What follows belongs to an exercise in optimizing a design on an open flow for small area, a short achievable clock period and few clock cycles per item; a production flow would make more cautious choices. In this exercise RTL edits were held to simulation tests only and were not proved equivalent to the original. No activity file was given, so power comes from the tool's default toggle rates.

==> flow/design.v <==
`timescale 1ns / 1ps
package mrfm_pkg;
    localparam int SAMPLE_W = 12;
    localparam int GAIN_W   = 16;
    localparam int THR_W    = 20;
    localparam int WLEN_W   = 10;
    localparam int RATE_W   = 17;
    localparam int MINP_W   = 16;
    localparam int CNT_W    = 16;
    localparam int FREQ_W   = 24;
    localparam int SUM_W    = 40;
    localparam int FRAC_W   = 16;
    localparam int MS_W     = SUM_W + FRAC_W;
    localparam int ROOT_W   = MS_W / 2;
    localparam int DIV_DW   = 16;
    localparam int MUL_AW   = ROOT_W;
    localparam int MUL_BW   = GAIN_W;
    localparam int PROD_W   = MUL_AW + MUL_BW;
    localparam int DIV_CNT_W  = $clog2(MS_W);
    localparam int SQRT_CNT_W = $clog2(ROOT_W);
    localparam int MUL_CNT_W  = $clog2(MUL_BW);
    localparam int APB_AW = 5;
    localparam int APB_DW = 32;
    localparam logic [2:0] REG_OFFSET   = 3'd0;
    localparam logic [2:0] REG_GAIN     = 3'd1;
    localparam logic [2:0] REG_LOW_THR  = 3'd2;
    localparam logic [2:0] REG_HIGH_THR = 3'd3;
    localparam logic [2:0] REG_WIN_LEN  = 3'd4;
    localparam logic [2:0] REG_RATE     = 3'd5;
    localparam logic [2:0] REG_MIN_PER  = 3'd6;
    localparam logic [SAMPLE_W-1:0] OFFSET_RST   = 12'd1497;
    localparam logic [GAIN_W-1:0]   GAIN_RST     = 16'd8579;
    localparam logic [THR_W-1:0]    LOW_THR_RST  = 20'd12800;
    localparam logic [THR_W-1:0]    HIGH_THR_RST = 20'd62720;
    localparam logic [WLEN_W-1:0]   WIN_LEN_RST  = 10'd333;
    localparam logic [RATE_W-1:0]   RATE_RST     = 17'd20000;
    localparam logic [MINP_W-1:0]   MIN_PER_RST  = 16'd250;
    typedef struct packed {
        logic [THR_W-1:0]  rms_volts_q8;
        logic              blackout;
        logic              surge;
        logic [FREQ_W-1:0] frequency_centihz;
    } result_t;
endpackage
`timescale 1ns / 1ps
module mrfm_square_rows (
    input  logic [11:0] x,
    output logic [23:0] r0,
    output logic [23:0] r1
);
    wire q1 = (x[0] & x[11]) ^ (x[1] & x[10]);
    wire q2 = (x[0] & x[11]) & (x[1] & x[10]);
    wire q3 = (x[0] & x[7]) ^ (x[1] & x[6]);
    wire q4 = (x[0] & x[7]) & (x[1] & x[6]);
    wire q5 = (x[0] & x[8]) ^ (x[1] & x[7]);
    wire q6 = (x[0] & x[8]) & (x[1] & x[7]);
    wire q7 = (x[0] & x[9]) ^ (x[1] & x[8]) ^ (x[2] & x[7]);
    wire q8 = ((x[0] & x[9]) & (x[1] & x[8])) | ((x[0] & x[9]) & (x[2] & x[7])) | ((x[1] & x[8]) & (x[2] & x[7]));
    wire q9 = (x[3] & x[6]) ^ (x[4] & x[5]);
    wire q10 = (x[3] & x[6]) & (x[4] & x[5]);
    wire q11 = (x[0] & x[10]) ^ (x[1] & x[9]) ^ (x[2] & x[8]);
    wire q12 = ((x[0] & x[10]) & (x[1] & x[9])) | ((x[0] & x[10]) & (x[2] & x[8])) | ((x[1] & x[9]) & (x[2] & x[8]));
    wire q13 = (x[3] & x[7]) ^ (x[4] & x[6]);
    wire q14 = (x[3] & x[7]) & (x[4] & x[6]);
    wire q15 = q1 ^ (x[2] & x[9]) ^ (x[3] & x[8]);
    wire q16 = (q1 & (x[2] & x[9])) | (q1 & (x[3] & x[8])) | ((x[2] & x[9]) & (x[3] & x[8]));
    wire q17 = (x[4] & x[7]) ^ (x[5] & x[6]) ^ x[6];
    wire q18 = ((x[4] & x[7]) & (x[5] & x[6])) | ((x[4] & x[7]) & x[6]) | ((x[5] & x[6]) & x[6]);
    wire q19 = (x[1] & x[11]) ^ (x[2] & x[10]) ^ (x[3] & x[9]);
    wire q20 = ((x[1] & x[11]) & (x[2] & x[10])) | ((x[1] & x[11]) & (x[3] & x[9])) | ((x[2] & x[10]) & (x[3] & x[9]));
    wire q21 = (x[4] & x[8]) ^ (x[5] & x[7]) ^ q2;
    wire q22 = ((x[4] & x[8]) & (x[5] & x[7])) | ((x[4] & x[8]) & q2) | ((x[5] & x[7]) & q2);
    wire q23 = (x[2] & x[11]) ^ (x[3] & x[10]) ^ (x[4] & x[9]);
    wire q24 = ((x[2] & x[11]) & (x[3] & x[10])) | ((x[2] & x[11]) & (x[4] & x[9])) | ((x[3] & x[10]) & (x[4] & x[9]));
    wire q25 = (x[5] & x[8]) ^ (x[6] & x[7]) ^ x[7];
    wire q26 = ((x[5] & x[8]) & (x[6] & x[7])) | ((x[5] & x[8]) & x[7]) | ((x[6] & x[7]) & x[7]);
    wire q27 = (x[3] & x[11]) ^ (x[4] & x[10]) ^ (x[5] & x[9]);
    wire q28 = ((x[3] & x[11]) & (x[4] & x[10])) | ((x[3] & x[11]) & (x[5] & x[9])) | ((x[4] & x[10]) & (x[5] & x[9]));
    wire q29 = (x[4] & x[11]) ^ (x[5] & x[10]) ^ (x[6] & x[9]);
    wire q30 = ((x[4] & x[11]) & (x[5] & x[10])) | ((x[4] & x[11]) & (x[6] & x[9])) | ((x[5] & x[10]) & (x[6] & x[9]));
    wire q31 = (x[0] & x[5]) ^ (x[1] & x[4]);
    wire q32 = (x[0] & x[5]) & (x[1] & x[4]);
    wire q33 = (x[0] & x[6]) ^ (x[1] & x[5]);
    wire q34 = (x[0] & x[6]) & (x[1] & x[5]);
    wire q35 = q3 ^ (x[2] & x[5]) ^ (x[3] & x[4]);
    wire q36 = (q3 & (x[2] & x[5])) | (q3 & (x[3] & x[4])) | ((x[2] & x[5]) & (x[3] & x[4]));
    wire q37 = q5 ^ (x[2] & x[6]) ^ (x[3] & x[5]);
    wire q38 = (q5 & (x[2] & x[6])) | (q5 & (x[3] & x[5])) | ((x[2] & x[6]) & (x[3] & x[5]));
    wire q39 = q7 ^ q9 ^ x[5];
    wire q40 = (q7 & q9) | (q7 & x[5]) | (q9 & x[5]);
    wire q41 = q11 ^ q13 ^ q8;
    wire q42 = (q11 & q13) | (q11 & q8) | (q13 & q8);
    wire q43 = q15 ^ q17 ^ q12;
    wire q44 = (q15 & q17) | (q15 & q12) | (q17 & q12);
    wire q45 = q19 ^ q21 ^ q16;
    wire q46 = (q19 & q21) | (q19 & q16) | (q21 & q16);
    wire q47 = q23 ^ q25 ^ q20;
    wire q48 = (q23 & q25) | (q23 & q20) | (q25 & q20);
    wire q49 = q27 ^ (x[6] & x[8]) ^ q24;
    wire q50 = (q27 & (x[6] & x[8])) | (q27 & q24) | ((x[6] & x[8]) & q24);
    wire q51 = q29 ^ (x[7] & x[8]) ^ x[8];
    wire q52 = (q29 & (x[7] & x[8])) | (q29 & x[8]) | ((x[7] & x[8]) & x[8]);
    wire q53 = (x[5] & x[11]) ^ (x[6] & x[10]) ^ (x[7] & x[9]);
    wire q54 = ((x[5] & x[11]) & (x[6] & x[10])) | ((x[5] & x[11]) & (x[7] & x[9])) | ((x[6] & x[10]) & (x[7] & x[9]));
    wire q55 = (x[6] & x[11]) ^ (x[7] & x[10]) ^ (x[8] & x[9]);
    wire q56 = ((x[6] & x[11]) & (x[7] & x[10])) | ((x[6] & x[11]) & (x[8] & x[9])) | ((x[7] & x[10]) & (x[8] & x[9]));
    wire q57 = (x[0] & x[3]) ^ (x[1] & x[2]);
    wire q58 = (x[0] & x[3]) & (x[1] & x[2]);
    wire q59 = (x[0] & x[4]) ^ (x[1] & x[3]);
    wire q60 = (x[0] & x[4]) & (x[1] & x[3]);
    wire q61 = q31 ^ (x[2] & x[3]) ^ x[3];
    wire q62 = (q31 & (x[2] & x[3])) | (q31 & x[3]) | ((x[2] & x[3]) & x[3]);
    wire q63 = q33 ^ (x[2] & x[4]) ^ q32;
    wire q64 = (q33 & (x[2] & x[4])) | (q33 & q32) | ((x[2] & x[4]) & q32);
    wire q65 = q35 ^ x[4] ^ q34;
    wire q66 = (q35 & x[4]) | (q35 & q34) | (x[4] & q34);
    wire q67 = q37 ^ q4 ^ q36;
    wire q68 = (q37 & q4) | (q37 & q36) | (q4 & q36);
    wire q69 = q39 ^ q6 ^ q38;
    wire q70 = (q39 & q6) | (q39 & q38) | (q6 & q38);
    wire q71 = q41 ^ q10 ^ q40;
    wire q72 = (q41 & q10) | (q41 & q40) | (q10 & q40);
    wire q73 = q43 ^ q14 ^ q42;
    wire q74 = (q43 & q14) | (q43 & q42) | (q14 & q42);
    wire q75 = q45 ^ q18 ^ q44;
    wire q76 = (q45 & q18) | (q45 & q44) | (q18 & q44);
    wire q77 = q47 ^ q22 ^ q46;
    wire q78 = (q47 & q22) | (q47 & q46) | (q22 & q46);
    wire q79 = q49 ^ q26 ^ q48;
    wire q80 = (q49 & q26) | (q49 & q48) | (q26 & q48);
    wire q81 = q51 ^ q28 ^ q50;
    wire q82 = (q51 & q28) | (q51 & q50) | (q28 & q50);
    wire q83 = q53 ^ q30 ^ q52;
    wire q84 = (q53 & q30) | (q53 & q52) | (q30 & q52);
    wire q85 = q55 ^ x[9] ^ q54;
    wire q86 = (q55 & x[9]) | (q55 & q54) | (x[9] & q54);
    wire q87 = (x[7] & x[11]) ^ (x[8] & x[10]) ^ q56;
    wire q88 = ((x[7] & x[11]) & (x[8] & x[10])) | ((x[7] & x[11]) & q56) | ((x[8] & x[10]) & q56);
    wire q89 = (x[8] & x[11]) ^ (x[9] & x[10]) ^ x[10];
    wire q90 = ((x[8] & x[11]) & (x[9] & x[10])) | ((x[8] & x[11]) & x[10]) | ((x[9] & x[10]) & x[10]);
    assign r0 = {1'b0, (x[10] & x[11]), (x[9] & x[11]), q89, q87, q85, q83, q81, q79, q77, q75, q73, q71, q69, q67, q65, q63, q61, q59, q57, (x[0] & x[2]), (x[0] & x[1]), 1'b0, x[0]};
    assign r1 = {1'b0, x[11], q90, q88, q86, q84, q82, q80, q78, q76, q74, q72, q70, q68, q66, q64, q62, q60, q58, x[2], 1'b0, x[1], 1'b0, 1'b0};
endmodule
`timescale 1ns / 1ps
import mrfm_pkg::*;
module mrfm_serial_div (
    input  logic              aclk,
    input  logic              aresetn,
    input  logic              start,
    input  logic [MS_W-1:0]   num_in,
    input  logic [DIV_DW-1:0] den_in,
    output logic              busy,
    output logic [MS_W-1:0]   quotient
);
    localparam logic [DIV_CNT_W-1:0] LAST = DIV_CNT_W'(MS_W - 1);
    logic                 busy_reg;
    logic [DIV_CNT_W-1:0] cnt_reg;
    logic [MS_W-1:0]      num_reg;
    logic [DIV_DW-1:0]    den_reg;
    logic [DIV_DW-1:0]    rem_reg;
    logic [DIV_DW:0]      rem_shift;
    logic [DIV_DW+1:0]    diff;
    logic                 ge;
    assign rem_shift = {rem_reg, num_reg[MS_W-1]};
    assign diff      = {1'b0, rem_shift} - {2'b00, den_reg};
    assign ge        = !diff[DIV_DW+1];
    always_ff @(posedge aclk) begin
        if (!aresetn) begin
            busy_reg <= 1'b0;
            cnt_reg  <= '0;
        end else if (start) begin
            busy_reg <= 1'b1;
            cnt_reg  <= '0;
        end else if (busy_reg) begin
            cnt_reg <= cnt_reg + 1'b1;
            if (cnt_reg == LAST) begin
                busy_reg <= 1'b0;
            end
        end
    end
    always_ff @(posedge aclk) begin
        if (start) begin
            num_reg <= num_in;
            den_reg <= den_in;
            rem_reg <= '0;
        end else if (busy_reg) begin
            num_reg <= {num_reg[MS_W-2:0], ge};
            rem_reg <= ge ? diff[DIV_DW-1:0] : rem_shift[DIV_DW-1:0];
        end
    end
    assign busy     = busy_reg;
    assign quotient = num_reg;
endmodule
`timescale 1ns / 1ps
import mrfm_pkg::*;
module mrfm_serial_sqrt (
    input  logic              aclk,
    input  logic              aresetn,
    input  logic              start,
    input  logic [MS_W-1:0]   rad_in,
    output logic              busy,
    output logic [ROOT_W-1:0] root
);
    localparam logic [SQRT_CNT_W-1:0] LAST = SQRT_CNT_W'(ROOT_W - 1);
    logic                  busy_reg;
    logic [SQRT_CNT_W-1:0] cnt_reg;
    logic [MS_W-1:0]       rad_reg;
    logic [ROOT_W+1:0]     rem_reg;
    logic [ROOT_W-1:0]     root_reg;
    logic [ROOT_W+1:0]     rem_shift;
    logic [ROOT_W+1:0]     trial;
    logic [ROOT_W+2:0]     diff;
    logic                  ge;
    assign rem_shift = {rem_reg[ROOT_W-1:0], rad_reg[MS_W-1:MS_W-2]};
    assign trial     = {root_reg, 2'b01};
    assign diff      = {1'b0, rem_shift} - {1'b0, trial};
    assign ge        = !diff[ROOT_W+2];
    always_ff @(posedge aclk) begin
        if (!aresetn) begin
            busy_reg <= 1'b0;
            cnt_reg  <= '0;
        end else if (start) begin
            busy_reg <= 1'b1;
            cnt_reg  <= '0;
        end else if (busy_reg) begin
            cnt_reg <= cnt_reg + 1'b1;
            if (cnt_reg == LAST) begin
                busy_reg <= 1'b0;
            end
        end
    end
    always_ff @(posedge aclk) begin
        if (start) begin
            rad_reg  <= rad_in;
            rem_reg  <= '0;
            root_reg <= '0;
        end else if (busy_reg) begin
            rad_reg  <= {rad_reg[MS_W-3:0], 2'b00};
            rem_reg  <= ge ? diff[ROOT_W+1:0] : rem_shift;
            root_reg <= {root_reg[ROOT_W-2:0], ge};
        end
    end
    assign busy = busy_reg;
    assign root = root_reg;
endmodule
`timescale 1ns / 1ps
import mrfm_pkg::*;
module mains_rms_and_frequency_monitor #(
    parameter int WINDOW_BITS = 10
) (
    input  logic                aclk,
    input  logic                aresetn,
    input  logic                s_valid,
    output logic                s_ready,
    input  logic [SAMPLE_W-1:0] s_sample_mv,
    input  logic                s_sample_valid,
    output logic                m_valid,
    input  logic                m_ready,
    output logic [THR_W-1:0]    m_rms_volts_q8,
    output logic                m_blackout,
    output logic                m_surge,
    output logic [FREQ_W-1:0]   m_frequency_centihz,
    input  logic                psel,
    input  logic                penable,
    input  logic                pwrite,
    input  logic [APB_AW-1:0]   paddr,
    input  logic [APB_DW-1:0]   pwdata,
    output logic [APB_DW-1:0]   prdata,
    output logic                pready
);
    logic [SAMPLE_W-1:0] offset_reg;
    logic [GAIN_W-1:0]   gain_reg;
    logic [THR_W-1:0]    low_thr_reg;
    logic [THR_W-1:0]    high_thr_reg;
    logic [WLEN_W-1:0]   win_len_reg;
    logic [RATE_W-1:0]   rate_reg;
    logic [MINP_W-1:0]   min_per_reg;
    logic                cfg_wr;
    assign cfg_wr = psel && penable && pwrite;
    assign pready = 1'b1;
    always_ff @(posedge aclk) begin
        if (!aresetn) begin
            offset_reg   <= OFFSET_RST;
            gain_reg     <= GAIN_RST;
            low_thr_reg  <= LOW_THR_RST;
            high_thr_reg <= HIGH_THR_RST;
            win_len_reg  <= WIN_LEN_RST;
            rate_reg     <= RATE_RST;
            min_per_reg  <= MIN_PER_RST;
        end else if (cfg_wr) begin
            case (paddr[4:2])
                REG_OFFSET:   offset_reg   <= pwdata[SAMPLE_W-1:0];
                REG_GAIN:     gain_reg     <= pwdata[GAIN_W-1:0];
                REG_LOW_THR:  low_thr_reg  <= pwdata[THR_W-1:0];
                REG_HIGH_THR: high_thr_reg <= pwdata[THR_W-1:0];
                REG_WIN_LEN:  win_len_reg  <= pwdata[WLEN_W-1:0];
                REG_RATE:     rate_reg     <= pwdata[RATE_W-1:0];
                REG_MIN_PER:  min_per_reg  <= pwdata[MINP_W-1:0];
                default: ;
            endcase
        end
    end
    logic [THR_W-1:0] rd_q;
    always_ff @(posedge aclk) begin
        case (paddr[4:2])
            REG_OFFSET:   rd_q <= THR_W'(offset_reg);
            REG_GAIN:     rd_q <= THR_W'(gain_reg);
            REG_LOW_THR:  rd_q <= low_thr_reg;
            REG_HIGH_THR: rd_q <= high_thr_reg;
            REG_WIN_LEN:  rd_q <= THR_W'(win_len_reg);
            REG_RATE:     rd_q <= THR_W'(rate_reg);
            REG_MIN_PER:  rd_q <= THR_W'(min_per_reg);
            default:      rd_q <= '0;
        endcase
    end
    assign prdata = APB_DW'(rd_q);
    logic [WLEN_W-1:0] n_eff;
    assign n_eff = (win_len_reg == '0) ? WLEN_W'(1) : win_len_reg;
    logic                a_vld;
    logic [SAMPLE_W-1:0] a_v;
    logic                a_pos;
    logic                a_stall;
    logic                s_ready_q;
    logic                stall_next;
    logic                a_vld_n;
    logic                in_pos;
    logic                a_pos_n;
    assign a_vld_n = s_ready ? (s_valid && s_sample_valid) : (a_vld && !proc);
    assign in_pos  = s_sample_mv > offset_reg;
    assign a_pos_n = s_ready ? in_pos : a_pos;
    assign s_ready = s_ready_q;
    always_ff @(posedge aclk) begin
        if (!aresetn) begin
            a_vld     <= 1'b0;
            s_ready_q <= 1'b1;
        end else begin
            a_vld     <= a_vld_n;
            s_ready_q <= !(a_vld_n && stall_next);
        end
    end
    always_ff @(posedge aclk) begin
        if (s_ready) begin
            a_v   <= s_sample_mv;
            a_pos <= in_pos;
        end
    end
    logic [WLEN_W-1:0] kk_reg;      
    logic              k_last;      
    logic              k_over;      
    logic [CNT_W-1:0]  c_reg;
    logic              c_gt;        
    logic              np_reg;
    logic              proc;
    logic              hit;
    logic              close;
    logic [CNT_W-1:0]  c_inc;
    logic [WLEN_W-1:0] kk_inc;
    logic [WLEN_W:0]   kk_diff;
    logic              minp_max;
    logic              f_busy;
    logic              e_busy;
    assign hit     = np_reg && a_pos && c_gt;
    assign close   = k_last;
    assign a_stall = (hit && f_busy) || (close && e_busy);
    assign proc    = a_vld && !a_stall;
    assign c_inc    = (c_reg == '1) ? c_reg : c_reg + 1'b1;
    assign kk_inc   = kk_reg + 1'b1;
    assign kk_diff  = {1'b0, kk_reg} - {1'b0, n_eff};
    assign minp_max = (min_per_reg == '1);
    logic [CNT_W-1:0]  minp_m1;
    logic [WLEN_W-1:0] n_m1;
    logic              c_eq;
    logic              kk_eq;
    assign minp_m1 = min_per_reg - 1'b1;
    assign n_m1    = n_eff - 1'b1;
    assign c_eq    = (c_inc == min_per_reg) && !minp_max;
    assign kk_eq   = (kk_inc == n_eff);
    logic [WLEN_W-1:0] kk_n;
    logic              k_last_n;
    logic              k_over_n;
    logic [CNT_W-1:0]  c_n;
    logic              c_gt_n;
    logic              np_n;
    always_comb begin
        kk_n     = kk_reg;
        k_last_n = !kk_diff[WLEN_W];
        k_over_n = !kk_diff[WLEN_W] && (kk_diff != '0);
        c_n      = c_reg;
        c_gt_n   = !minp_max && (c_reg >= min_per_reg);
        np_n     = np_reg;
        if (proc) begin
            np_n = !a_pos;
            if (close) begin
                kk_n     = WLEN_W'(1);
                k_last_n = (n_eff == WLEN_W'(1));
            end else begin
                kk_n     = kk_inc;
                k_last_n = kk_eq;
            end
            k_over_n = 1'b0;
            if (hit) begin
                c_n    = '0;
                c_gt_n = (min_per_reg == '0);
            end else begin
                c_n    = c_inc;
                c_gt_n = c_gt || c_eq;
            end
        end
    end
    always_ff @(posedge aclk) begin
        if (!aresetn) begin
            kk_reg  <= WLEN_W'(1);
            k_last  <= 1'b0;
            k_over  <= 1'b0;
            c_reg   <= '0;
            c_gt    <= 1'b0;
            np_reg  <= 1'b1;
        end else begin
            kk_reg  <= kk_n;
            k_last  <= k_last_n;
            k_over  <= k_over_n;
            c_reg   <= c_n;
            c_gt    <= c_gt_n;
            np_reg  <= np_n;
        end
    end
    localparam int SW = 34;    
    localparam int LW = 24;    
    localparam int ML = 12;    
    logic [SAMPLE_W:0]   b_dev;
    logic [SAMPLE_W-1:0] b_mag;
    logic                b_close;
    logic                b_over;
    logic [23:0]         sq_r0;
    logic [23:0]         sq_r1;
    logic [23:0]         c_r0;
    logic [23:0]         c_r1;
    logic                c_close;
    logic                c_over;
    logic                e_ld;      
    logic                e_over;
    logic [SW-1:0]       acc_in;
    logic                rst_d;     
    logic [SW-1:0]       sum_reg;
    logic [LW-1:0]       cs_s;
    logic [LW-1:0]       cs_c;
    logic [ML:0]         lo_sum;
    logic [LW-ML:0]      mid_sum;
    logic [SW-1:0]       ssum;
    logic                s_c1;      
    logic                s_c2;      
    logic [LW-ML:0]      f_mid;
    logic [SW-LW-1:0]    f_hi;
    logic [SW-1:0]       sum_full;
    assign b_dev = {1'b0, a_v} - {1'b0, offset_reg};
    always_ff @(posedge aclk) begin
        if (!aresetn) begin
            b_close <= 1'b0;
            c_close <= 1'b0;
            e_ld    <= 1'b0;
            sum_reg <= '0;
            s_c1    <= 1'b0;
            s_c2    <= 1'b0;
            rst_d   <= 1'b1;
        end else begin
            b_close <= proc && close;
            c_close <= b_close;
            e_ld    <= c_close;
            sum_reg <= rst_d ? '0 : ssum;
            s_c1    <= rst_d ? 1'b0 : lo_sum[ML];
            s_c2    <= rst_d ? 1'b0 : mid_sum[LW-ML];
            rst_d   <= 1'b0;
        end
    end
    always_ff @(posedge aclk) begin
        b_mag  <= (b_dev[SAMPLE_W] ? SAMPLE_W'(-b_dev) : b_dev[SAMPLE_W-1:0])
                & {SAMPLE_W{proc && aresetn}};
        b_over <= k_over;
        c_r0   <= sq_r0;
        c_r1   <= sq_r1;
        c_over <= b_over;
        e_over <= c_over;
    end
    mrfm_square_rows u_sq (
        .x  (b_mag),
        .r0 (sq_r0),
        .r1 (sq_r1)
    );
    assign acc_in  = e_ld ? '0 : sum_reg;    
    assign cs_s    = acc_in[LW-1:0] ^ c_r0 ^ c_r1;
    assign cs_c    = (acc_in[LW-1:0] & c_r0) | (acc_in[LW-1:0] & c_r1) | (c_r0 & c_r1);
    assign lo_sum  = {1'b0, cs_s[ML-1:0]} + {cs_c[ML-2:0], 1'b0};
    assign mid_sum = {1'b0, cs_s[LW-1:ML]} + {1'b0, cs_c[LW-2:ML-1]} + (LW-ML+1)'(s_c1 && !e_ld);
    assign ssum    = {e_ld ? (SW-LW)'(0) : sum_reg[SW-1:LW] + (SW-LW)'(s_c2),
                      mid_sum[LW-ML-1:0], lo_sum[ML-1:0]};
    assign f_mid    = {1'b0, sum_reg[LW-1:ML]} + (LW-ML+1)'(s_c1);
    assign f_hi     = sum_reg[SW-1:LW] + (SW-LW)'(s_c2) + (SW-LW)'(f_mid[LW-ML]);
    assign sum_full = {f_hi, f_mid[LW-ML-1:0], sum_reg[ML-1:0]};
    localparam logic [5:0] F_MUL_END = 6'd21;
    localparam logic [5:0] F_END     = 6'd45;
    logic [FREQ_W-1:0] f_sh;        
    logic [CNT_W-1:0]  f_rem;
    logic [CNT_W-1:0]  f_den;
    logic [5:0]        f_cnt;
    logic [3:0]        f_dl;        
    logic [1:0]        f_cy;        
    logic              f_mul;
    logic [2:0]        f_tot;
    logic [CNT_W:0]    f_rs;
    logic [CNT_W+1:0]  f_diff;
    logic              f_ge;
    assign f_mul   = !f_cnt[5] && (f_cnt <= F_MUL_END);
    assign f_tot   = 3'(f_sh[0]) + 3'(f_dl[2]) + 3'(f_dl[3]) + 3'(f_cy);
    assign f_rs    = {f_rem, f_sh[FREQ_W-1]};
    assign f_diff  = {1'b0, f_rs} - {2'b00, f_den};
    assign f_ge    = !f_diff[CNT_W+1];
    always_ff @(posedge aclk) begin
        if (!aresetn) begin
            f_busy <= 1'b0;
            f_sh   <= '0;
        end else if (proc && hit) begin
            f_busy <= 1'b1;
            f_sh   <= FREQ_W'(rate_reg);
        end else if (f_busy) begin
            if (f_mul) begin
                f_sh <= {f_tot[0], f_sh[FREQ_W-1:1]};
            end else begin
                f_sh <= {f_sh[FREQ_W-2:0], f_ge};
            end
            if (f_cnt == F_END) f_busy <= 1'b0;
        end
    end
    always_ff @(posedge aclk) begin
        if (proc && hit) begin
            f_rem <= '0;
            f_den <= c_inc;
            f_cnt <= '0;
            f_dl  <= '0;
            f_cy  <= '0;
        end else if (f_busy) begin
            if (f_mul) begin
                f_dl <= {f_dl[2:0], f_sh[0]};
                f_cy <= f_tot[2:1];
            end else begin
                f_rem <= f_ge ? f_diff[CNT_W-1:0] : f_rs[CNT_W-1:0];
            end
            f_cnt <= f_cnt + 1'b1;
        end
    end
    localparam int DSW = SW;         
    localparam int RW  = 25;         
    localparam int SRW = RW + 1;     
    logic              e_busy_q;    
    logic              e_wait;      
    logic              e_div;
    logic              e_mul;
    logic              e_out;
    logic [5:0]        e_cnt;
    logic              e_sq;
    logic [WLEN_W-1:0] d_rem;
    logic [DSW-1:0]    d_sh;
    logic [SRW-1:0]    s_rem;
    logic [RW-1:0]     root;
    logic              f_pend;
    logic              out_valid;
    logic [FREQ_W-1:0] out_freq;
    logic              out_bo;
    logic              out_su;
    logic              d_nb;
    logic [WLEN_W:0]   d_rs;
    logic [WLEN_W+1:0] d_diff;
    logic              d_ge;
    logic [SRW+1:0]    s_rs;
    logic [SRW+2:0]    s_diff;
    logic              s_ge;
    logic [GAIN_W:0]   m_sum;
    logic              sat;
    logic [THR_W-1:0]  rms;
    logic [THR_W-1:0]  thr;
    logic [THR_W/2:0]  thr_cmp;
    logic              cmp_c;       
    logic              mul_last;
    assign e_busy = e_busy_q;
    assign d_nb   = (e_cnt < 6'd34) ? d_sh[DSW-1] : 1'b0;
    assign d_rs   = {d_rem, d_nb};
    assign d_diff = {1'b0, d_rs} - {2'b00, n_eff};
    assign d_ge   = !d_diff[WLEN_W+1];
    assign s_rs   = {s_rem, d_sh[1:0]};
    assign s_diff = {1'b0, s_rs} - {2'b00, root, 2'b01};
    assign s_ge   = !s_diff[SRW+2];
    assign m_sum    = {1'b0, s_rem[GAIN_W-1:0]} + (root[0] ? {1'b0, gain_reg} : '0);
    assign mul_last = (e_cnt == 6'd24);
    assign sat = |s_rem[GAIN_W-1:11];
    assign rms = {s_rem[10:0], root[RW-1:16]};
    assign thr     = e_cnt[2] ? high_thr_reg : low_thr_reg;
    assign thr_cmp = e_cnt[0]
                   ? {1'b0, rms[THR_W-1:THR_W/2]} + {1'b0, ~thr[THR_W-1:THR_W/2]} + (THR_W/2)'(cmp_c)
                   : {1'b0, rms[THR_W/2-1:0]} + {1'b0, ~thr[THR_W/2-1:0]} + (THR_W/2)'(!e_cnt[2]);
    always_ff @(posedge aclk) begin
        if (!aresetn) begin
            e_busy_q  <= 1'b0;
            e_wait    <= 1'b0;
            e_div     <= 1'b0;
            e_mul     <= 1'b0;
            e_out     <= 1'b0;
            out_valid <= 1'b0;
            f_pend    <= 1'b0;
        end else begin
            if (proc && close) begin
                f_pend <= f_busy || hit;
            end else if (f_pend && !f_busy) begin
                f_pend <= 1'b0;
            end
            if (proc && close) begin
                e_busy_q <= 1'b1;
                e_wait   <= 1'b1;
            end
            if (e_wait && e_ld) begin
                e_wait <= 1'b0;
                e_div  <= 1'b1;
            end
            if (e_div && e_cnt == 6'd50) begin
                e_div <= 1'b0;
                e_mul <= 1'b1;
            end
            if (e_mul && mul_last && !f_pend) begin
                e_mul <= 1'b0;
                e_out <= 1'b1;
            end
            if (e_out && e_cnt == 6'd29) begin
                out_valid <= 1'b1;
            end
            if (out_valid && m_ready) begin
                out_valid <= 1'b0;
                e_out     <= 1'b0;
                e_busy_q  <= 1'b0;
            end
        end
    end
    always_ff @(posedge aclk) begin
        if ((proc && close && !f_busy && !hit) || (f_pend && !f_busy)) begin
            out_freq <= f_sh;
        end
        cmp_c <= thr_cmp[THR_W/2];
        if (e_out && e_cnt == 6'd27) begin
            out_bo <= !thr_cmp[THR_W/2];
        end
        if (e_out && e_cnt == 6'd29) begin
            out_su <= thr_cmp[THR_W/2];
        end
    end
    always_ff @(posedge aclk) begin
        if (e_wait && e_ld) begin
            if (e_over) begin
                d_rem <= '0;
                d_sh  <= sum_full;
                e_cnt <= 6'd0;
            end else begin
                d_rem <= sum_full[SW-1:SW-WLEN_W];
                d_sh  <= {sum_full[SW-WLEN_W-1:0], WLEN_W'(0)};
                e_cnt <= 6'd10;
            end
            e_sq  <= 1'b0;
            s_rem <= '0;
            root  <= '0;
        end
        if (e_div) begin
            if (e_cnt != 6'd50) begin
                d_rem <= d_ge ? d_diff[WLEN_W-1:0] : d_rs[WLEN_W-1:0];
                d_sh  <= {d_sh[DSW-2:0], d_ge};
            end
            e_sq <= 1'b1;
            if (e_sq && !e_cnt[0]) begin
                s_rem <= s_ge ? s_diff[SRW-1:0] : s_rs[SRW-1:0];
                root  <= {root[RW-2:0], s_ge};
            end
            if (e_cnt == 6'd50) begin
                e_cnt <= '0;
                s_rem <= '0;
            end else begin
                e_cnt <= e_cnt + 1'b1;
            end
        end
        if (e_mul && (!mul_last || !f_pend)) begin
            s_rem[GAIN_W-1:0] <= m_sum[GAIN_W:1];
            root  <= {m_sum[0], root[RW-1:1]};
            e_cnt <= e_cnt + 1'b1;
        end
        if (e_out && e_cnt != 6'd30) begin
            e_cnt <= e_cnt + 1'b1;
        end
        if (e_out && e_cnt == 6'd25 && sat) begin
            s_rem[GAIN_W-1:11] <= '0;
            s_rem[10:0]        <= '1;
            root[RW-1:16]      <= '1;
        end
    end
    logic f_busy_n;
    logic e_busy_n;
    assign f_busy_n   = (proc && hit) || (f_busy && (f_cnt != F_END));
    assign e_busy_n   = (proc && close) || (e_busy_q && !(out_valid && m_ready));
    logic c_gt_p;
    logic k_last_p;
    assign c_gt_p     = !proc || (hit ? (min_per_reg == '0) : (c_gt || c_eq));
    assign k_last_p   = proc ? (close ? (n_eff == WLEN_W'(1)) : kk_eq) : k_last;
    assign stall_next = (np_n && a_pos_n && c_gt_p && f_busy_n) || (k_last_p && e_busy_n);
    assign m_valid             = out_valid;
    assign m_rms_volts_q8      = rms;
    assign m_blackout          = out_bo;
    assign m_surge             = out_su;
    assign m_frequency_centihz = out_freq;
endmodule
==> flow/flow/run.sh <==
#!/bin/bash
# Standard layout; repair_timing aims for a tighter setup margin, the ports
# get buf_2 buffers and the clock tree gets no dummy loads. Tool output goes to standard.log.
set -euo pipefail
export SETUP_SLACK_MARGIN=7.0
export BUFFER_PORTS_ARGS="-buffer_cell sky130_fd_sc_hd__buf_2"
export CTS_ARGS="-sink_clustering_enable -repair_clock_nets -dont_use_dummy_load"
bash standard.sh > standard.log 2>&1
==> flow/standard.sh <==
#!/bin/bash
# synth_recipe.tcl (not shown) runs the flow's synth.tcl, then flattens the netlist and writes it again
# the make line also repeats each setting of config.mk as NAME=value (left out here)
make -C /OpenROAD-flow-scripts/flow DESIGN_CONFIG=/design/flow/config.mk WORK_HOME=/design/flow/orfs CLKGATE_MAP_FILE= SYNTH_SCRIPT=/design/flow/synth_recipe.tcl "${@:-finish}"
==> flow/config.mk <==
export PLATFORM = sky130hd
export DESIGN_NAME = mains_rms_and_frequency_monitor
export DESIGN_NICKNAME = mains_rms_and_frequency_monitor
export VERILOG_FILES = /design/flow/design.v
export SDC_FILE = /design/flow/constraint.sdc
export NUM_CORES = 4
export LEC_CHECK = 0
export ABC_AREA = 1
export CAP_MARGIN = 20
export CORE_MARGIN = 2
export CORE_UTILIZATION = 55
export SLEW_MARGIN = 20
==> flow/constraint.sdc <==
create_clock -name core_clock -period 10.0 [get_ports {aclk}]
set_input_delay 2.0000 -clock core_clock [delete_from_list [all_inputs] [get_ports {aclk}]]
set_output_delay 2.0000 -clock core_clock [all_outputs]
set_load 0.01 [all_outputs]
==> flow_summary.json, run 1 <==
{
  "cp_top_family": "flip-flops",
  "die_y_um": 232.9,
  "hp-start": "b_over",
  "rr_endpoint": "s_c2",
  "numPlacedInstances": 4542,
  "fin_crit_ns": 3.215,
  "wire_per_inst_um": 18.04,
  "p_per_area_mw_per_mm2": 126.2,
  "dpl.hpwl_um": 60740,
  "hold_path.class": "reg2reg",
  "core-area_mm2": 0.05151,
  "numCtsBuffers": 53,
  "synth_edf_count": 60,
  "port_buffers": 110,
  "track_usage_pct": 30.58,
  "cts.clk_slew.worst_paths_ns": 0.06,
  "htreeDepth": 2,
  "num_antenna_cells": 0,
  "fp.dieArea_mm2": 0.05422,
  "dpl-instance-area_mm2": 0.02966,
  "cts_buffer_depth": 3,
  "crit_chain": "buf_2",
  "synth_warnings": 1,
  "ys_ff_latch": 478,
  "antenna_found_initial": 1,
  "setup_viol": 0,
  "slew_headroom_pct": 46.53,
  "worstHoldPathCells": 0,
  "critPathMaxFanout": 1,
  "grt_max_degree": 100,
  "async_flop_share_pct": 0,
  "critPathMaxStageDelay_ns": 0.42,
  "drc": 0,
  "first_iter_violations": 2448,
  "synth_ff_type": "dfxtp_1",
  "rsz0062_at_grt": "true",
  "ios": 138,
  "hold_viol_final": 0,
  "antenna_left": 0,
  "clockRootBuffer": "clkbuf_16",
  "overflow": 0,
  "grt_pass1_vias": 24870,
  "die_w_um": 232.9,
  "status": "timing/DRC/antenna clean",
  "worstReg2RegStart": "e_ld",
  "arrival_ns": 1.22,
  "cap_viol_max_count": 0,
  "ir_worst_vdd_mv": 0.1282,
  "r2r.worst_path.cells": 16,
  "syn_inst": 3899,
  "synthToLayoutAreaGrowth_pct": 12.24,
  "routed_wl_um": 84340,
  "syn_area_mm2": 0.02881,
  "drive_gt1_share_pct": 10.99,
  "vias": 26570,
  "cts_tree": "done",
  "avgSynthCellArea_um2": 7.388,
  "final_util_pct": 62.77,
  "ys_seq_area_share_pct": 35.30,
  "final_nets": 4306,
  "grt_pass1_wl_um": 132400,
  "clkLatencyLatePin_ns": 0.63,
  "critPathRequiredTime_ns": 8.00,
  "cp_slowest_cell": "edfxtp_1",
  "preCtsSetupSlack_ns": 5.687,
  "fmax_mhz": 311.0,
  "cts.sinks": 478,
  "fin_crit_sh_pct": 32.15,
  "crit_buf_inv": 1,
  "crit_type": "reg2out",
  "holdPathEnd": "c_over",
  "finalMaxSlewViolations": 0,
  "fin_cells": 4674,
  "setup-tns-final_ns": 0,
  "gp_congestion": 0.9616,
  "leakagePower_nw": 15.47,
  "skew_ns": 0.07105,
  "start_util_pct": 55.92,
  "first_pass_iters": 7,
  "cp-start-kind": "flip-flop",
  "final_cell_area_mm2": 0.03233,
  "worstMarginPinSlew_ns": 0.8020,
  "rows": 83,
  "vias_per_cell": 5.685,
  "fin_ws_ns": 6.785,
  "rrSetupSlack_ns": 7.11,
  "cp-end-kind": "output pin",
  "post_synth_num_cell_types": 66
}
-- worst max path at each step --
stage,startpoint,to,slack [ns],depth (start not counted)
global route,out_bo,m_blackout,6.77,1
CTS,paddr[3],win_len_reg[4],6.64,7
global placement,paddr[2],high_thr_reg[4],5.75,8
floorplan,s_sample_mv[2],s_ready_q,6.76,12
detailed placement,paddr[2],high_thr_reg[16],5.69,8
finish,out_bo,m_blackout,6.78,1
-- area by class of cell --
class	count	area, um2
Fill cell	4647	19180
Tap cell	680	850.8
Timing Repair inverter	2	15.01
Multi-Input combinational cell	2700	16150
Timing Repair Buffer	203	1572
Inverter	558	2135
Clock buffer	53	1326
Sequential cell	478	10280
-- synthesized netlist by cell type (23+ instances only) --
| master | n | area [um2] |
|---|---|---|
| nor2_1 | 346 | 1299 |
| a221oi_1 | 32 | 280.3 |
| xnor2_1 | 24 | 210.2 |
| clkbuf_1 | 106 | 397.9 |
| inv_1 | 541 | 2031 |
| nand4_1 | 41 | 256.5 |
| nor3_1 | 26 | 130.1 |
| edfxtp_1 | 60 | 1802 |
| buf_4 | 34 | 255.2 |
| o211ai_1 | 44 | 330.3 |
| nand2_1 | 774 | 2905 |
| nand3_1 | 215 | 1076 |
| fa_1 | 60 | 1201 |
| ha_1 | 193 | 2415 |
| dfxtp_1 | 418 | 8368 |
| a21oi_1 | 288 | 1441 |
| o21ai_0 | 326 | 1632 |
| xor2_1 | 69 | 604.3 |
| buf_2 | 23 | 115.1 |
| o22ai_1 | 30 | 187.7 |
-- metal layers --
layer  GRT usage [%]  up-vias  share of wire (%)
li1                -    13030                  -
met1           42.62    12470                 44
met2           49.63      914                 46
met3           3.909      157                7.2
met4           8.838        0                2.8
met5               0        -                  0
-- timing repair --
item / CTS / global route
hold buffers: 0 / 0
buffers inserted: 45 / 28
pin swaps: 32 / 36
setup endpoints to repair: 259 / 231
endpoints found under the hold margin: 0 / 0
cloned: 4 / 2
gates resized for setup: 149 / 56
-- report_power, final --
group	leakage (nW)	internal, mW	total, mW	switching [mW]
Clock	0.653	0.922	1.66	0.741
Combinational	10.9	0.150	0.400	0.250
Sequential	3.93	1.98	2.02	0.0348
Total	15.5	3.05	4.08	1.03
-- through the flow --
stage / power [mW] / hold WS, ns
global placement: 2.412 / 0.3145
detailed placement: 2.422 / 0.3161
global route: 4.232 / 0.3375
CTS: 4.081 / 0.3366
finish: 4.080 / 0.3306
floorplan: 2.326 / 0.3096
-- kinds of logic after synthesis --
family,Yosys count,share of synthesized area [%]
simple gates,1451,20.98
compound gates,874,17.60
buf+inv,735,10.25
flops,478,35.30
fa+ha+maj,253,12.55
xor+xnor,93,2.828
mux,13,0.4517
other cells,2,0.02607
-- cells in the final DEF, fill, tap and decap left out, types with 21 or more instances in the layout --
cell type  count
nand4_1       41
a221oi_1      32
o22ai_1       30
buf_6         38
xor2_1        68
ha_1         184
nor2_1       333
fa_1          58
nand3_1      211
dfxtp_1      379
dfxtp_4       24
buf_2         72
buf_4         86
xnor2_1       24
edfxtp_1      60
o21ai_0      313
a21oi_1      284
o2111ai_1     21
inv_1        520
clkbuf_16     53
o211ai_1      44
nand2_1      763
Testbench counts, summed over its fixed seeds: cycles 20,452, items 19,252.
==> run 2, diff against run 1 <==
--- a/flow/flow/run.sh
+++ b/flow/flow/run.sh
@@ -3,5 +3,5 @@
 # get buf_2 buffers and the clock tree gets no dummy loads. Tool output goes to standard.log.
 set -euo pipefail
-export SETUP_SLACK_MARGIN=7.0
+export SETUP_SLACK_MARGIN=6.6
 export BUFFER_PORTS_ARGS="-buffer_cell sky130_fd_sc_hd__buf_2"
 export CTS_ARGS="-sink_clustering_enable -repair_clock_nets -dont_use_dummy_load"
--- a/flow/config.mk
+++ b/flow/config.mk
@@ -9,4 +9,4 @@
 export CAP_MARGIN = 20
 export CORE_MARGIN = 2
-export CORE_UTILIZATION = 55
+export CORE_UTILIZATION = 40
 export SLEW_MARGIN = 20
==> run 2 against run 1 <==
Against the previous run: total power up 0.47%; global-route usage down 8.8 points; sequential cell count unchanged; first-iteration DRC count down 7.9%; count of clock-buffer cells in the layout up 2; clock skew up 0.045 ns; area after synthesis unchanged; highest routed layer is now met5.
==> flow_summary.json, run 2 <==
{
  "status": "timing/DRC/antenna clean",
  "setup-tns-final_ns": 0,
  "cts_buffer_depth": 3,
  "final_nets": 4247,
  "synth_edf_count": 60,
  "die_w_um": 272.4,
  "vias_per_cell": 5.238,
  "numCtsBuffers": 55,
  "drive_gt1_share_pct": 7.624,
  "drc": 0,
  "crit_chain": "buf_2",
  "p_per_area_mw_per_mm2": 130.0,
  "hold_path.class": "reg2reg",
  "overflow": 0,
  "grt_max_degree": 81,
  "dpl.hpwl_um": 61440,
  "synth_ff_type": "dfxtp_1",
  "cp_num_cells": 1,
  "syn_inst": 3899,
  "start_util_pct": 40.37,
  "first_pass_iters": 5,
  "setup_viol": 0,
  "port_buffers": 110,
  "critPathMaxStageDelay_ns": 0.50,
  "fin_crit_sh_pct": 33.67,
  "cts.clk_slew.worst_paths_ns": 0.06,
  "avgSynthCellArea_um2": 7.388,
  "arrival_ns": 1.37,
  "gp_congestion": 0.9152,
  "crit_buf_inv": 1,
  "synthToLayoutAreaGrowth_pct": 9.451,
  "vias": 25590,
  "fin_ws_ns": 6.633,
  "rsz0062_at_grt": "true",
  "ys_ff_latch": 478,
  "grt_pass1_vias": 23580,
  "clockRootBuffer": "clkbuf_16",
  "finalMaxSlewViolations": 0,
  "grt_pass1_wl_um": 130300,
  "fin_crit_ns": 3.367,
  "synthMostInstantiatedCell": "nand2_1",
  "dpl-instance-area_mm2": 0.02997,
  "cts.sinks": 478,
  "critPathRequiredTime_ns": 8.00,
  "antenna_found_initial": 3,
  "cp_slowest_cell": "dfxtp_1",
  "async_flop_share_pct": 0,
  "ir_worst_vdd_mv": 0.1057,
  "cap_viol_max_count": 0,
  "syn_area_mm2": 0.02881,
  "worstHoldPathCells": 0,
  "final_cell_mix": "771 x nand2_1, 536 x inv_1, 405 x dfxtp_1",
  "worstMarginPinSlew_ns": 0.8867,
  "synth_top_area_share_pct": 29.05,
  "preCtsSetupSlack_ns": 5.805,
  "antenna_left": 0,
  "yosys-top-cells-area": "dfxtp_1 29%, nand2_1 10%, ha_1 8.4%",
  "track_usage_pct": 21.79,
  "cp_top_family": "flip-flops",
  "synth_warnings": 1,
  "fmax_mhz": 297.0,
  "ios": 138,
  "cts_tree": "done",
  "cp-end-kind": "output pin",
  "cp-start-kind": "flip-flop",
  "fp.dieArea_mm2": 0.07418,
  "htreeDepth": 2,
  "core-area_mm2": 0.07136,
  "hold_viol_final": 0,
  "rows": 98,
  "crit_type": "reg2out",
  "skew_ns": 0.1156,
  "slew_headroom_pct": 40.82,
  "r2r.worst_path.cells": 18,
  "leakagePower_nw": 15.09,
  "mostFrequentLayoutCell": "nand2_1",
  "final_cell_area_mm2": 0.03153,
  "ys_seq_area_share_pct": 35.30,
  "post_synth_num_cell_types": 66,
  "critPathMaxFanout": 4,
  "routed_wl_um": 81920,
  "wire_per_inst_um": 16.77,
  "first_iter_violations": 2254,
  "clkLatencyLatePin_ns": 0.66,
  "postCtsHoldBufs": 0,
  "die_y_um": 272.4,
  "synth_top_cell_by_area": "dfxtp_1",
  "ys_top_cells_by_count": "774 x nand2_1, 541 x inv_1, 418 x dfxtp_1"
}
## run 2: cell counts after synthesis
Identical to the previous run, type by type.
## run 2: stage by stage
step | hold WS (ns) | instances | util, % | power, mW
global route | 0.3327 | 4886 | 44.18 | 4.263
global placement | 0.3130 | 4822 | 41.99 | 2.418
finish | 0.3259 | 4886 | 44.18 | 4.099
detailed placement | 0.3135 | 4822 | 41.99 | 2.423
floorplan | 0.3096 | 3910 | - | 2.323
CTS | 0.3267 | 4877 | 43.98 | 4.135
## run 2: per-layer routing
layer	global-route usage [%]	routed length, um	vias up	part of all wire, %
met3	3.518	5394	125	6.6
met4	6.001	2093	2	2.6
met1	31.34	38790	11850	47
li1	-	-	12920	-
met2	33.66	35630	704	43
met5	0	12	-	0.015
## run 2: layout make-up
class,count,area (um2)
diodes,1,2.502
flip-flops and latches,478,10190
multi-input cells,2697,15830
fillers,7375,39830
clock buffers,55,1376
inverters,558,2105
repair buffers,147,838.3
well taps,950,1189
## run 2: timing repair
action                                  in CTS  in global routing
gates resized for setup                     21                 27
pin swaps                                    0                  7
buffers inserted                             0                  8
hold endpoints to repair                     0                  0
endpoints found under the setup margin      59                 49
## run 2: power by group
group / total (mW) / switching (mW) / internal, mW
clock network: 1.71 / 0.758 / 0.955
logic: 0.364 / 0.235 / 0.129
registers: 2.02 / 0.0347 / 1.99
## run 2: path summary, 6_finish.rpt
| kind | from | endpoint | slack [ns] |
|---|---|---|---|
| worst max register to register | e_ld | s_c2 | 6.85 |
| worst max-delay path | out_valid | m_valid | 6.63 |
| worst min register to register | c_over | e_over | 0.33 |
| worst min-delay path | c_over | e_over | 0.33 |
## run 2: cell families (layout without fill, tap and decap cells)
family	after synthesis	in the layout	share of synthesized area, %
compound gates	874	874	17.60
xor+xnor	93	93	2.828
fa+ha+maj	253	253	12.55
buf+inv	735	760	10.25
flops	478	478	35.30
mux	13	13	0.4517
other cells	2	14	0.02607
simple gates	1451	1451	20.98
==> run 3, diff against run 2 <==
--- a/flow/flow/run.sh
+++ b/flow/flow/run.sh
@@ -3,5 +3,5 @@
 # get buf_2 buffers and the clock tree gets no dummy loads. Tool output goes to standard.log.
 set -euo pipefail
-export SETUP_SLACK_MARGIN=6.6
+export SETUP_SLACK_MARGIN=6.8
 export BUFFER_PORTS_ARGS="-buffer_cell sky130_fd_sc_hd__buf_2"
 export CTS_ARGS="-sink_clustering_enable -repair_clock_nets -dont_use_dummy_load"
--- a/flow/config.mk
+++ b/flow/config.mk
@@ -9,4 +9,4 @@
 export CAP_MARGIN = 20
 export CORE_MARGIN = 2
-export CORE_UTILIZATION = 40
+export CORE_UTILIZATION = 65
 export SLEW_MARGIN = 20
==> run 3 against run 2 <==
Against the previous run: still clean on timing, DRC and antenna; sequential cell count unchanged; first-iteration DRC count is 24% higher; total power shrank 1.8%; maximum frequency rose by 5.7%; via count up 5.4%; register-to-register slack better by 0.02 ns; combinational power up 5%; final area fell by 0.43%; sequential share of layout area increased by 0.22 points; die area decreased by 38%; global-route usage is 13 points higher; largest power group unchanged.
==> flow_summary.json, run 3 <==
{
  "worstMarginPinSlew_ns": 1.027,
  "cts.sinks": 478,
  "rows": 77,
  "synth_top_cell_by_area": "dfxtp_1",
  "synth_top_area_share_pct": 29.05,
  "ys_seq_area_share_pct": 35.30,
  "setup_viol": 0,
  "fin_crit_sh_pct": 31.86,
  "rr_endpoint": "d_rem[8]",
  "critPathMaxFanout": 4,
  "ios": 138,
  "switching_power_mw": 1.013,
  "drc": 0,
  "gp_congestion": 0.9488,
  "syn_inst": 3899,
  "fin_crit_ns": 3.186,
  "hold_ws_ns": 0.3256,
  "cp_num_cells": 1,
  "cts_tree": "done",
  "finalMaxSlewViolations": 0,
  "grt_pass1_wl_um": 129400,
  "synth_warnings": 1,
  "cp_slowest_cell": "dfxtp_2",
  "fin_ws_ns": 6.814,
  "status": "timing/DRC/antenna clean",
  "numCtsBuffers": 51,
  "cts_buffer_depth": 3,
  "hold_path.class": "reg2reg",
  "worstReg2RegStart": "sum_reg[12]",
  "final_cell_mix": "767 x nand2_1, 528 x inv_1, 393 x dfxtp_1",
  "preCtsSetupSlack_ns": 5.050,
  "first_iter_violations": 2797,
  "crit_type": "reg2out",
  "slew_headroom_pct": 31.41,
  "skew_ns": 0.08321,
  "antenna_left": 0,
  "power_frac_comb_pct": 9.5,
  "p_per_area_mw_per_mm2": 128.2,
  "syn_area_mm2": 0.02881,
  "ys_top_cells_by_count": "774 x nand2_1, 541 x inv_1, 418 x dfxtp_1",
  "leakagePower_nw": 15.14,
  "setup-tns-final_ns": 0,
  "routed_wl_um": 82370,
  "r2r.worst_path.cells": 21,
  "post_synth_num_cell_types": 66,
  "crit_buf_inv": 1,
  "die_w_um": 214.5,
  "final_nets": 4258,
  "ir_worst_vdd_mv": 0.1320,
  "regArea_mm2": 0.01021,
  "fmax_mhz": 313.8,
  "dpl.hpwl_um": 58990,
  "endpoint": "m_rms_volts_q8[6]",
  "rsz0062_at_grt": "true",
  "clkPwrFrac_pct": 40.3,
  "p_int_mw": 3.011,
  "hold_viol_final": 0,
  "wire_per_inst_um": 18.14,
  "arrival_ns": 1.19,
  "overflow": 0,
  "synthMostInstantiatedCell": "nand2_1",
  "cp-start-kind": "flip-flop",
  "die_y_um": 214.5,
  "clockRootBuffer": "clkbuf_16",
  "grt_pass1_vias": 25300,
  "final_cell_area_mm2": 0.03139,
  "port_buffers": 110,
  "vias": 26960,
  "critPathRequiredTime_ns": 8.00,
  "pwr-share-seq_pct": 50.2,
  "p_sw_share_pct": 25.18,
  "cap_viol_max_count": 0,
  "core-area_mm2": 0.04393,
  "multi_input_area_mm2": 0.01602,
  "crit_chain": "buf_2",
  "drive_gt1_share_pct": 8.946,
  "fp.dieArea_mm2": 0.04602,
  "synth_edf_count": 60,
  "ys_ff_latch": 478,
  "synthToLayoutAreaGrowth_pct": 8.982,
  "first_pass_iters": 6,
  "dpl-instance-area_mm2": 0.02951,
  "synth_ff_type": "dfxtp_1",
  "track_usage_pct": 34.40,
  "numPlacedInstances": 4456,
  "avgSynthCellArea_um2": 7.388,
  "start_util_pct": 65.57,
  "cp_top_family": "flip-flops",
  "antenna_found_initial": 1,
  "htreeDepth": 2,
  "vias_per_cell": 5.939,
  "mostFrequentLayoutCell": "nand2_1",
  "critPathMaxStageDelay_ns": 0.40,
  "async_flop_share_pct": 0,
  "cts.clk_slew.worst_paths_ns": 0.06,
  "fill_cells": 3629,
  "yosys-top-cells-area": "dfxtp_1 29%, nand2_1 10%, ha_1 8.4%",
  "rrSetupSlack_ns": 6.87,
  "fin_cells": 4540,
  "clkLatencyLatePin_ns": 0.63,
  "cp-end-kind": "output pin",
  "cp-startpoint": "root[22]",
  "grt_max_degree": 115
}
## run 3: worst min-delay path by stage
stage                       from      to  slack [ns]  cells past startpoint
final                     c_over  e_over        0.33                      0
after global routing      c_over  e_over        0.33                      0
after CTS                 c_over  e_over        0.33                      0
after detailed placement  c_over  e_over        0.31                      0
after global placement    c_over  e_over        0.32                      0
after floorplan           k_over  b_over        0.31                      0
## run 3: kinds of logic (layout without fill, tap and decap cells)
group | count (synthesis) | count (layout) | synth area share [%]
muxes | 13 | 13 | 0.4517
buffers and inverters | 735 | 769 | 10.25
and+or+nand+nor | 1451 | 1452 | 20.98
DFF | 478 | 478 | 35.30
adders and majority gates | 253 | 253 | 12.55
xor gates and xnor gates | 93 | 93 | 2.828
other | 2 | 15 | 0.02607
AOI/OAI and AO/OA | 874 | 875 | 17.60
## run 3: metrics by stage
step | util, % | power, mW
after floorplan | - | 2.324
after global placement | 67.17 | 2.405
after detailed placement | 67.17 | 2.420
after CTS | 70.59 | 4.020
after global routing | 71.45 | 4.157
final | 71.46 | 4.024
## run 3: final cells by class
type	instances	area share, %
timing repair buffer	157	3.180
multi-input combinational	2699	51.02
sequential	478	32.53
tap	592	2.359
timing repair inverter	3	0.06377
clock buffer	51	4.065
inverter	558	6.771
antenna	2	0.01594
## run 3: layer usage
layer / global-route usage, % / share of wire (%) / up-vias / routed length, um
met4: 10.79 / 3.2 / 0 / 2636
met1: 45.94 / 42 / 12670 / 34580
met5: 0 / 0 / - / 0
li1: - / - / 12950 / -
met2: 56.80 / 46 / 1124 / 38020
met3: 6.284 / 8.7 / 216 / 7136
## run 3: power by group through the flow
stage	Sequential [mW]	Clock [mW]	Combinational, mW
floorplan	2.05	0	0.272
global placement	2.06	0	0.345
detailed placement	2.06	0	0.358
CTS	2.02	1.63	0.366
global route	2.03	1.70	0.427
finish	2.02	1.62	0.381
## run 3: what timing repair did
| item | in CTS | in global routing |
|---|---|---|
| pin swaps | 6 | 13 |
| buffers inserted | 8 | 15 |
| cloned | 2 | 6 |
| setup endpoints to repair | 229 | 121 |
| hold buffers | 0 | 0 |
| resized for setup | 54 | 55 |

==> what the ideal ports hide <==
The results above use ideal ports. As a check the final layouts listed here were re-extracted and re-timed, cells and wires unchanged.
Step 1: set_driving_cell puts a clkbuf_16 on aclk and a buf_2 on each other input, an assumption about the parent block.
Step 2 adds t to the input delays and takes it off the output delays; t is the mean of the earliest and latest rising clock arrival at the registers after step 1. Input paths then give back, and output paths get back, about the clock's delay inside the block.
Slacks: ideal ports / drivers / drivers and shift; pairs: ideal ports / drivers.
| run | t (ns) | setup WS [ns] | worst slew at a driven data input, ns |
|---|---|---|---|
| run 1 | 0.657 | 6.785 / 6.719 / 6.289 | 0.06 |
| run 2 | 0.666 | 6.633 / 6.571 / 6.006 | 0.08 |
| run 3 | 0.648 | 6.814 / 6.752 / 6.214 | 0.07 |
After both steps every run listed still meets setup and hold. The setup slack of run 2, which loses most, moves by -0.062 ns with the drivers and by -0.627 ns with both steps.
